Background: an optimization exercise with open tools, aiming at small area. Do not read the settings as production practice.
No functional check of the RTL was part of any run shown here.
Power figures rest on the tool's default switching activity, not on a simulated workload.

$ cat config.mk
export PLATFORM = sky130hd
export DESIGN_NAME = tiny45_top
export DESIGN_NICKNAME = tiny45_top
export VERILOG_FILES = /design/flow/design.v
export SDC_FILE = /design/flow/constraint.sdc
export NUM_CORES = 4
export LEC_CHECK = 0
export ABC_AREA = 1
export CAP_MARGIN = 20
export CORE_MARGIN = 2
export CORE_UTILIZATION = 60
export CTS_BUF_LIST = sky130_fd_sc_hd__clkbuf_4 sky130_fd_sc_hd__clkbuf_8
export SLEW_MARGIN = 20
$ cat constraint.sdc
create_clock -name core_clock -period 10.0 [get_ports {clk}]
set_input_delay 2.0000 -clock core_clock [delete_from_list [all_inputs] [get_ports {clk}]]
set_output_delay 2.0000 -clock core_clock [all_outputs]
set_load 0.01 [all_outputs]
$ cat design.v
package tiny45_pkg;
    localparam int counter_bits  = 3;
    typedef logic [3:0] nibble_t;
    localparam logic [6:0] op_load    = 7'b0000011;
    localparam logic [6:0] op_store   = 7'b0100011;
    localparam logic [6:0] op_alu_imm = 7'b0010011;
    localparam logic [6:0] op_alu_reg = 7'b0110011;
    localparam logic [6:0] op_lui     = 7'b0110111;
    localparam logic [6:0] op_auipc   = 7'b0010111;
endpackage
module tiny45_alu (
    input  logic                first,       
    input  logic                last,        
    input  logic                sub,         
    input  logic                slt_signed,
    input  logic                logic_op,    
    input  logic [1:0]          f,           
    input  tiny45_pkg::nibble_t a,
    input  tiny45_pkg::nibble_t b,
    input  logic                cy,          
    output tiny45_pkg::nibble_t result,
    output logic                cy_next
);
    tiny45_pkg::nibble_t b_eff;
    logic [4:0]          sum;
    logic                cin;
    logic                lt;
    assign b_eff = sub ? ~b : b;
    assign cin   = first ? sub : cy;
    assign sum   = {1'b0, a} + {1'b0, b_eff} + {4'b0000, cin};
    assign lt      = (slt_signed && (a[3] != b[3])) ? a[3] : !sum[4];
    assign cy_next = last ? lt : sum[4];
    always_comb begin
        result = sum[3:0];
        if (logic_op) begin
            case (f)
                2'b00:   result = a ^ b;
                2'b10:   result = a | b;
                2'b11:   result = a & b;
                default: result = sum[3:0];
            endcase
        end
    end
endmodule
module tiny45_registers (
    input  logic                clk,
    input  logic                rstn,
    input  logic                wr_en,
    input  logic                last,
    input  logic [3:0]          rs1,
    input  logic [3:0]          rs2,
    input  logic [3:0]          rd,
    input  tiny45_pkg::nibble_t data_rd,
    output tiny45_pkg::nibble_t data_rs1,
    output tiny45_pkg::nibble_t data_rs2
);
    logic [31:0] regs [1:15];
    logic [15:1] valid;
    logic [15:1] we;
    always_comb begin
        for (int i = 1; i < 16; i++) begin
            we[i] = wr_en && (rd == 4'(i));
        end
    end
    always_ff @(posedge clk) begin
        for (int i = 1; i < 16; i++) begin
            regs[i] <= {we[i] ? data_rd : regs[i][3:0], regs[i][31:4]};
        end
    end
    always_ff @(posedge clk) begin
        for (int i = 1; i < 16; i++) begin
            valid[i] <= rstn && (valid[i] || (we[i] && last));
        end
    end
    always_comb begin
        data_rs1 = '0;
        data_rs2 = '0;
        for (int i = 1; i < 16; i++) begin
            data_rs1 = data_rs1 | (regs[i][3:0] & {4{valid[i] && rs1 == 4'(i)}});
            data_rs2 = data_rs2 | (regs[i][3:0] & {4{valid[i] && rs2 == 4'(i)}});
        end
    end
endmodule
module tiny45_decoder (
    input  logic                clk,
    input  logic                rstn,
    input  logic [31:0]         instr,
    input  logic [2:0]          counter,
    input  logic                first,        
    input  logic                last,         
    input  logic                retired,      
    input  logic                is_store,
    input  logic                is_upper,     
    output tiny45_pkg::nibble_t imm,
    output tiny45_pkg::nibble_t pc
);
    logic [31:0] imm_word;
    logic [31:0] pc_reg;                         
    logic        pc_valid;                       
    logic        pc_cy;
    logic [4:0]  pc_sum;
    tiny45_pkg::nibble_t pc_nib;
    always_comb begin
        if (is_store) begin
            imm_word = {{20{instr[31]}}, instr[31:25], instr[11:7]};
        end else if (is_upper) begin
            imm_word = {instr[31:12], 12'h000};
        end else begin
            imm_word = {{20{instr[31]}}, instr[31:20]};
        end
    end
    assign imm = imm_word[{counter, 2'b00} +: 4];
    assign pc_nib = pc_valid ? pc_reg[3:0] : 4'h0;
    assign pc_sum = {1'b0, pc_nib} + (first ? {2'b00, retired && pc_valid, 2'b00} : {4'b0000, pc_cy});
    assign pc     = pc_sum[3:0];
    always_ff @(posedge clk) begin
        pc_reg <= {pc_sum[3:0], pc_reg[31:4]};
        pc_cy  <= pc_sum[4];
    end
    always_ff @(posedge clk) begin
        pc_valid <= rstn && (pc_valid || last);
    end
endmodule
module tiny45_core (
    input  logic                clk,
    input  logic                rstn,
    input  logic [31:0]         instr,
    input  tiny45_pkg::nibble_t data_in,
    input  logic                load_data_ready,
    output logic                instr_complete,
    output logic [31:0]         data_out,
    output logic                address_ready,
    output logic                store_data_ready
);
    logic [2:0]          counter;
    logic                first;
    logic                last;
    logic                later;                  
    logic                is_load;
    logic                is_store;
    logic                is_alu_imm;
    logic                is_alu_reg;
    logic                is_lui;
    logic                is_auipc;
    logic                is_alu;
    logic                is_slt;
    logic [2:0]          funct3;
    logic                sub;
    logic                cy;
    logic                cy_next;
    logic                wr_en;
    tiny45_pkg::nibble_t data_rd;
    tiny45_pkg::nibble_t data_rs1;
    tiny45_pkg::nibble_t data_rs2;
    tiny45_pkg::nibble_t imm;
    tiny45_pkg::nibble_t pc;
    tiny45_pkg::nibble_t alu_a;
    tiny45_pkg::nibble_t alu_b;
    tiny45_pkg::nibble_t alu_out;
    logic [31:0]         out_word;
    logic                store_data;
    assign funct3     = instr[14:12];
    assign is_load    = instr[6:0] == tiny45_pkg::op_load;
    assign is_store   = instr[6:0] == tiny45_pkg::op_store;
    assign is_alu_imm = instr[6:0] == tiny45_pkg::op_alu_imm;
    assign is_alu_reg = instr[6:0] == tiny45_pkg::op_alu_reg;
    assign is_lui     = instr[6:0] == tiny45_pkg::op_lui;
    assign is_auipc   = instr[6:0] == tiny45_pkg::op_auipc;
    assign is_alu     = is_alu_imm || is_alu_reg;
    assign is_slt     = is_alu && funct3[2:1] == 2'b01;
    assign sub        = is_slt || (is_alu_reg && instr[30] && funct3 == 3'b000);
    assign first = counter == 3'd0;
    assign last  = counter == 3'd7;
    always_ff @(posedge clk) begin
        if (!rstn) begin
            counter <= '0;
        end else begin
            counter <= counter + 3'd1;
        end
    end
    always_ff @(posedge clk) begin
        if (!rstn) begin
            later <= 1'b0;
        end else if (last) begin
            later <= !instr_complete;
        end
    end
    tiny45_decoder u_decoder (
        .clk      (clk),
        .rstn     (rstn),
        .instr    (instr),
        .counter  (counter),
        .first    (first),
        .last     (last),
        .retired  (!later),
        .is_store (is_store),
        .is_upper (is_lui || is_auipc),
        .imm      (imm),
        .pc       (pc)
    );
    tiny45_registers u_registers (
        .clk      (clk),
        .rstn     (rstn),
        .wr_en    (wr_en),
        .last     (last),
        .rs1      (instr[18:15]),
        .rs2      (instr[23:20]),
        .rd       (instr[10:7]),
        .data_rd  (data_rd),
        .data_rs1 (data_rs1),
        .data_rs2 (data_rs2)
    );
    assign store_data = is_store && later;
    assign alu_a = is_auipc ? pc : ((is_lui || store_data) ? 4'h0 : data_rs1);
    assign alu_b = (is_alu_reg || store_data) ? data_rs2 : imm;
    tiny45_alu u_alu (
        .first      (first),
        .last       (last),
        .sub        (sub),
        .slt_signed (!funct3[0]),
        .logic_op   (is_alu && funct3[2]),
        .f          (funct3[1:0]),
        .a          (alu_a),
        .b          (alu_b),
        .cy         (cy),
        .result     (alu_out),
        .cy_next    (cy_next)
    );
    always_ff @(posedge clk) begin
        cy <= cy_next;
    end
    always_comb begin
        if (is_load) begin
            wr_en   = load_data_ready && later;
            data_rd = data_in;
        end else if (is_slt) begin
            wr_en   = later;                     
            data_rd = {3'b000, cy && first};
        end else begin
            wr_en   = is_alu || is_lui || is_auipc;
            data_rd = alu_out;
        end
    end
    always_ff @(posedge clk) begin
        out_word <= {alu_out, out_word[31:4]};
    end
    always_comb begin
        instr_complete = 1'b0;
        if (last) begin
            if (is_slt || is_store) begin
                instr_complete = later;
            end else if (is_load) begin
                instr_complete = later && load_data_ready;
            end else begin
                instr_complete = 1'b1;
            end
        end
    end
    assign data_out         = out_word;
    assign address_ready    = last && !later && (is_load || is_store);
    assign store_data_ready = last && later && is_store;
endmodule
module tiny45_top (
    input  logic                clk,
    input  logic                rstn,
    input  logic [31:0]         instr,
    input  tiny45_pkg::nibble_t data_in,
    input  logic                load_data_ready,
    output logic                instr_complete,
    output logic [31:0]         data_out,
    output logic                address_ready,
    output logic                store_data_ready
);
    tiny45_core u_core (
        .clk              (clk),
        .rstn             (rstn),
        .instr            (instr),
        .data_in          (data_in),
        .load_data_ready  (load_data_ready),
        .instr_complete   (instr_complete),
        .data_out         (data_out),
        .address_ready    (address_ready),
        .store_data_ready (store_data_ready)
    );
endmodule
$ cat run.sh
#!/bin/bash
# synth_recipe.tcl (not shown) runs the flow's synth.tcl, then flattens the netlist and writes it again
# the make line also repeats each setting of config.mk as NAME=value (left out here)
make -C /OpenROAD-flow-scripts/flow DESIGN_CONFIG=/design/flow/config.mk WORK_HOME=/design/flow/orfs CLKGATE_MAP_FILE= SYNTH_SCRIPT=/design/flow/synth_recipe.tcl finish
==> results.json, run 1 <==
{
  "status": "timing/DRC/antenna clean",
  "avgViaCountPerCell": 5.05,
  "synthDistinctLibCells": 48,
  "dieHeight_um": 164,
  "antenna_left": 0,
  "grt_use_met1": 0.355,
  "largest_register_ffs": 480,
  "fin_crit_sh": 0.620,
  "layout-drive-gt1-share": 0.117,
  "grt_max_degree": 20,
  "pin_count": 74,
  "use_met2": 0.430,
  "worstPathRequired_ns": 8.00,
  "cts_setup_buffers": 0,
  "ys_seq_area_frac": 0.736,
  "hold_buffers": 0,
  "grt_use_total": 0.267,
  "postSynthCellCount": 1397,
  "synth_top_cells_by_area": "dfxtp_1, nand2_1, inv_1",
  "clkTransAtPathRegs_ns": 0.06,
  "timing.final.crit_period_ns": 6.20,
  "clkLatencyLatePin_ns": 0.62,
  "finalNetCount": 1596,
  "fin_util": 0.721,
  "dieArea_um2": 27000,
  "rsz0062_at_grt": "no",
  "grt_pass1_vias": 9715,
  "top_usage_layer": "met2",
  "n_antenna_cell": 0,
  "dp_hpwl_mm": 24.2,
  "antenna_found_initial": 0,
  "cts_sinks": 566,
  "syn_to_final_growth_pct": 17.9,
  "cts_tree": "yes",
  "ys_ff_latch": 566,
  "synth_top_area_share": 0.736,
  "yosysWarnings": 5,
  "r2r_cells": 17,
  "p_leak_nw": 7.94,
  "r2r_end": "u_core.u_registers.regs[5][30]",
  "setup_tns_ns": 0,
  "die-width_um": 164,
  "fp-row-count": 58,
  "hold_depth": 0,
  "start_util": 0.611,
  "wl_per_cell_um": 18.2,
  "cts_buffers": 79,
  "post_cts_resized": 0,
  "clockBufferDepth": 3,
  "min_to": "u_core.u_registers.regs[12][17]",
  "holdCritStartpoint": "u_core.u_registers.regs[12][21]",
  "worst_slew_pin_slew_ns": 1.06,
  "drt-initial-drc-count": 792,
  "cts-root-buf": "clkbuf_8",
  "timing.final.hold_violations": 0,
  "arrival_ns": 4.20,
  "p_per_area_nw_per_um2": 242,
  "worstSetupEndpointType": "primary output",
  "syn_avg_cell_area_um2": 11.0,
  "syn-num-nets": 1455,
  "vias": 9697,
  "finalPower_mw": 4.39,
  "rr_startpoint": "u_core.counter[0]",
  "cp_max_fo": 9,
  "finClkSkew_ns": 0.0391,
  "grt_pass1_wl_mm": 53.2,
  "drc": 0,
  "synthTopCellsByCount": "dfxtp_1, nand2_1, inv_1, nand3_1, nor2_1",
  "use_met3": 0.0563,
  "overflow": 0,
  "hold_path_class": "register to register",
  "cp-start-kind": "input port",
  "cap_violations": 0,
  "htreeDepth": 3,
  "drv_slew": 0,
  "slew-limit-headroom": 0.295,
  "r2r_slack_ns": 5.33,
  "synth_top_area_cell": "dfxtp_1",
  "critPathKind": "input port to primary output",
  "yosys_most_used_dff": "dfxtp_1",
  "ys_async_sr_fraction": 0,
  "synth_edf_count": 0,
  "first_pass_iters": 5,
  "placeableCoreArea_um2": 25200,
  "portBuffers": 73,
  "timing.fmax_ghz": 0.161,
  "synth.most_common_cell": "dfxtp_1",
  "wl_mm": 34.9,
  "ir_drop_mv": 0.191,
  "syn-cell-area_um2": 15400,
  "setup_viol": 0,
  "hold-worst-slack_ns": 0.311,
  "gp_congestion": 0.998
}
==> routing by layer <==
metal,vias up,wire (um)
li1,4706,-
met1,4535,15600
met2,381,15800
met3,75,2440
met4,0,1090
met5,-,0
==> worst max-delay path by stage <==
| stage | startpoint | slack, ns | end |
|---|---|---|---|
| floorplan | instr[4] | 5.09 | address_ready |
| CTS | instr[4] | 3.84 | store_data_ready |
| global route | instr[4] | 3.60 | store_data_ready |
| finish | instr[4] | 3.80 | store_data_ready |
| detailed placement | instr[4] | 3.85 | store_data_ready |
| global placement | instr[4] | 3.86 | store_data_ready |
==> report_power, final <==
group | internal, mW | leakage (nW) | switching (mW)
clock | 1.04 | 0.905 | 0.816
combinational | 0.0841 | 2.46 | 0.125
sequential | 2.30 | 4.58 | 0.0226
==> placed cells by master (no fill, tap or decap), drive strengths merged, types with 2 or more instances in the layout <==
cell type and n:
dfxtp 566, a21oi 34, nand3 82, and3 2, a211oi 3, ha 17
a22oi 3, a31oi 2, o21ai 28, nand4 17, clkinv 14, or2 2
clkbuf 116, clkdlybuf4s50 73, bufinv 3, nor2 57, nor3 47, buf 2
xnor2 3, inv 118, fa 2, o211ai 7, nand2 384, nor4 3
==> critical path: stages <==
cell and delay, ns:
clkdlybuf4s50_1 0.45, inv_1 0.13, nand2_1 0.06, nor2_1 0.34, nand2_2 0.22, nor2_1 0.16
inv_1 0.07, nor2_1 0.19, clkdlybuf4s50_1 0.58
==> cell families after synthesis <==
group / synth area share
AOI/OAI and AO/OA: 0.0319
xor gates and xnor gates: 0.00228
buffers and inverters: 0.0356
and+or+nand+nor: 0.178
DFF: 0.736
adders and majority gates: 0.0164
==> cell type report <==
cell class	count	area (um^2)
Sequential cell	566	11300
Inverter	117	439
Multi-Input combinational cell	699	3520
Fill cell	1711	7020
Clock buffer	116	1480
Clock inverter	18	236
Tap cell	330	413
Timing Repair Buffer	75	746
==> through the flow <==
step                cells  cell area [um^2]  worst slack (ns)
global route         1921             18200              3.60
floorplan            1397             15400              5.09
detailed placement   1787             16400              3.85
finish               1921             18200              3.80
CTS                  1921             18200              3.84
global placement     1787             16400              3.86
==> inputs of run 2 (changes only) <==
--- a/config.mk
+++ b/config.mk
@@ -9,5 +9,6 @@
 export CAP_MARGIN = 20
 export CORE_MARGIN = 2
 export CORE_UTILIZATION = 60
-export CTS_BUF_LIST = sky130_fd_sc_hd__clkbuf_4 sky130_fd_sc_hd__clkbuf_8
+export CTS_BUF_LIST = sky130_fd_sc_hd__clkbuf_2 sky130_fd_sc_hd__clkbuf_4
+export CTS_CLUSTER_SIZE = 20
 export SLEW_MARGIN = 20
==> results.json, run 2 <==
{
  "worstPathRequired_ns": 8.00,
  "fin_crit_sh": 0.624,
  "first_pass_iters": 8,
  "status": "timing/DRC/antenna clean",
  "p_seq_frac": 0.538,
  "synth_top_area_cell": "dfxtp_1",
  "cts_tree": "yes",
  "drc": 0,
  "gp_congestion": 0.998,
  "finalNetCount": 1647,
  "fp-row-count": 58,
  "start_util": 0.611,
  "overflow": 0,
  "timing.final.crit_period_ns": 6.24,
  "pwr-share-clk": 0.414,
  "setup_viol": 0,
  "multi_input_area_um2": 3520,
  "rsz0062_at_grt": "no",
  "p_leak_nw": 8.01,
  "dieArea_um2": 27000,
  "clkLatencyLatePin_ns": 0.82,
  "crit_chain": "clkdlybuf4s50_1 > inv_1 > nand2_1 > nor2_1 > nand2_2 > nor2_1 > inv_1 > nor2_1 > clkdlybuf4s50_1",
  "syn_avg_cell_area_um2": 11.0,
  "p_sw_mw": 1.02,
  "synth.most_common_cell": "dfxtp_1",
  "synth_top_cells_by_area": "dfxtp_1, nand2_1, inv_1",
  "p_per_area_nw_per_um2": 239,
  "cp_common_cell": "nor2_1",
  "combPwrFrac": 0.048,
  "seq_area_um2": 11300,
  "slew-limit-headroom": 0.337,
  "vias": 10100,
  "synth_top_area_share": 0.736,
  "grt_pass1_vias": 10300,
  "layout-drive-gt1-share": 0.155,
  "htreeDepth": 4,
  "grt_max_degree": 20,
  "largest_register_ffs": 480,
  "timing.final.hold_violations": 0,
  "critPathKind": "input port to primary output",
  "worstSetupEndpointType": "primary output",
  "pin_count": 74,
  "grt_use_total": 0.280,
  "placeableCoreArea_um2": 25200,
  "cp_max_fo": 9,
  "syn-num-nets": 1455,
  "ys_ff_latch": 566,
  "fin_util": 0.719,
  "drv_slew": 0,
  "antenna_found_initial": 3,
  "most-common-layout-cells": "dfxtp_1, nand2_1, clkbuf_4, inv_1, nand3_1",
  "layout_commonest_cell": "dfxtp_1",
  "worst_slew_pin_slew_ns": 0.995,
  "syn-cell-area_um2": 15400,
  "dieHeight_um": 164,
  "clockBufferDepth": 3,
  "post_cts_resized": 0,
  "cts_buffers": 130,
  "p_int_mw": 3.30,
  "antenna_left": 0,
  "ir_drop_mv": 0.200,
  "wl_per_cell_um": 18.2,
  "hold_buffers": 0,
  "ys_seq_area_frac": 0.736,
  "portBuffers": 73,
  "hold-worst-slack_ns": 0.292,
  "cts_sinks": 566,
  "synthTopCellsByCount": "dfxtp_1, nand2_1, inv_1, nand3_1, nor2_1",
  "clkTransAtPathRegs_ns": 0.10,
  "die-width_um": 164,
  "nFillCells": 1709,
  "drt-initial-drc-count": 887,
  "syn_to_final_growth_pct": 17.5,
  "cp-start-kind": "input port",
  "setup_tns_ns": 0,
  "swShare": 0.236,
  "avgViaCountPerCell": 5.05,
  "ys_async_sr_fraction": 0,
  "synthDistinctLibCells": 48,
  "cp_slowest_stage_delay_ns": 0.58,
  "grt_pass1_wl_mm": 55.6,
  "postSynthCellCount": 1397,
  "timing.fmax_ghz": 0.160,
  "synth_edf_count": 0,
  "hold_path_class": "register to register",
  "cap_violations": 0,
  "arrival_ns": 4.24,
  "yosys_most_used_dff": "dfxtp_1",
  "finClkSkew_ns": 0.0658,
  "dp_hpwl_mm": 24.2,
  "slowest_stage": "clkdlybuf4s50_1",
  "cts-root-buf": "clkbuf_4",
  "yosysWarnings": 5,
  "wl_mm": 36.5,
  "cts_setup_buffers": 0
}
run 2: logic make-up after synthesis:
logic type               share of synthesized area
AND/OR/NAND/NOR                              0.178
flip-flops                                   0.736
buffers and inverters                       0.0356
AO/OA/AOI/OAI                               0.0319
adder cells (fa/ha/maj)                     0.0164
XOR/XNOR                                   0.00228
run 2: stage by stage:
step / cell area, um^2 / total power [mW] / cells / setup WS (ns)
CTS: 18100 / 4.37 / 2003 / 3.84
global route: 18100 / 4.50 / 2006 / 3.61
finish: 18100 / 4.32 / 2007 / 3.76
floorplan: 15400 / 2.47 / 1397 / 5.09
global placement: 16400 / 2.58 / 1787 / 3.86
detailed placement: 16400 / 2.58 / 1787 / 3.85
run 2: layout make-up:
| class | instances | area share |
|---|---|---|
| sequential | 566 | 0.626 |
| multi-input combinational | 699 | 0.194 |
| clock buffer | 190 | 0.0788 |
| timing repair buffer | 75 | 0.0412 |
| inverter | 117 | 0.0243 |
| tap | 330 | 0.0228 |
| clock inverter | 26 | 0.0117 |
| antenna | 4 | 0.000553 |
run 2: power by group through the flow:
stage                     clock network (mW)  logic (mW)  registers (mW)
after floorplan                            0      0.0858            2.38
after global placement                     0       0.204            2.37
after detailed placement                   0       0.205            2.38
after CTS                               1.84       0.206            2.33
after global routing                    1.95       0.223            2.33
final                                   1.79       0.208            2.33
run 2: layer usage:
layer	share of wire	up-vias	GRT usage
li1	-	4877	-
met1	0.43	4691	0.363
met2	0.45	462	0.433
met3	0.079	110	0.0747
met4	0.038	2	0.143
met5	0.00036	-	0
run 2: worst max-delay path: cells and delay by family:
kind / cells / cell delay (ns)
and+or+nand+nor: 5 / 1.01
buffers and inverters: 4 / 1.23
run 2: worst paths after layout:
check	from	endpoint	slack, ns	depth (start not counted)
hold reg to reg	u_core.u_registers.regs[11][25]	u_core.u_registers.regs[11][21]	0.29	0
hold / removal	u_core.u_registers.regs[11][25]	u_core.u_registers.regs[11][21]	0.29	0
setup reg to reg	u_core.counter[0]	u_core.u_registers.regs[13][30]	5.29	17
setup / recovery	instr[4]	store_data_ready	3.76	9

port drivers added, routing unchanged:
No port has a modelled driver above. Below, the same layouts with a new extraction and two added sets of constraints. Step 1: set_driving_cell puts a clkbuf_16 on clk and a buf_2 on each other input, an assumption about the parent block. Step 2 moves the port delays by t, midway between the first and last clock arrival at a register: inputs arrive t later, outputs are due t later. That takes back most of the time a late clock gives input paths. Slacks: ideal ports / drivers / drivers and shift; pairs: ideal ports / drivers.
| run | t (ns) | setup WS [ns] | cell pins on the clock port's net |
|---|---|---|---|
| run 1 | 0.647 | 3.802 / 3.776 / 3.776 | 1 |
| run 2 | 0.833 | 3.757 / 3.730 / 3.730 | 1 |
After both steps setup and hold are still met in every run listed. For run 2, which loses most, drivers alone change the setup slack by -0.027 ns; drivers and shift together by -0.027 ns.
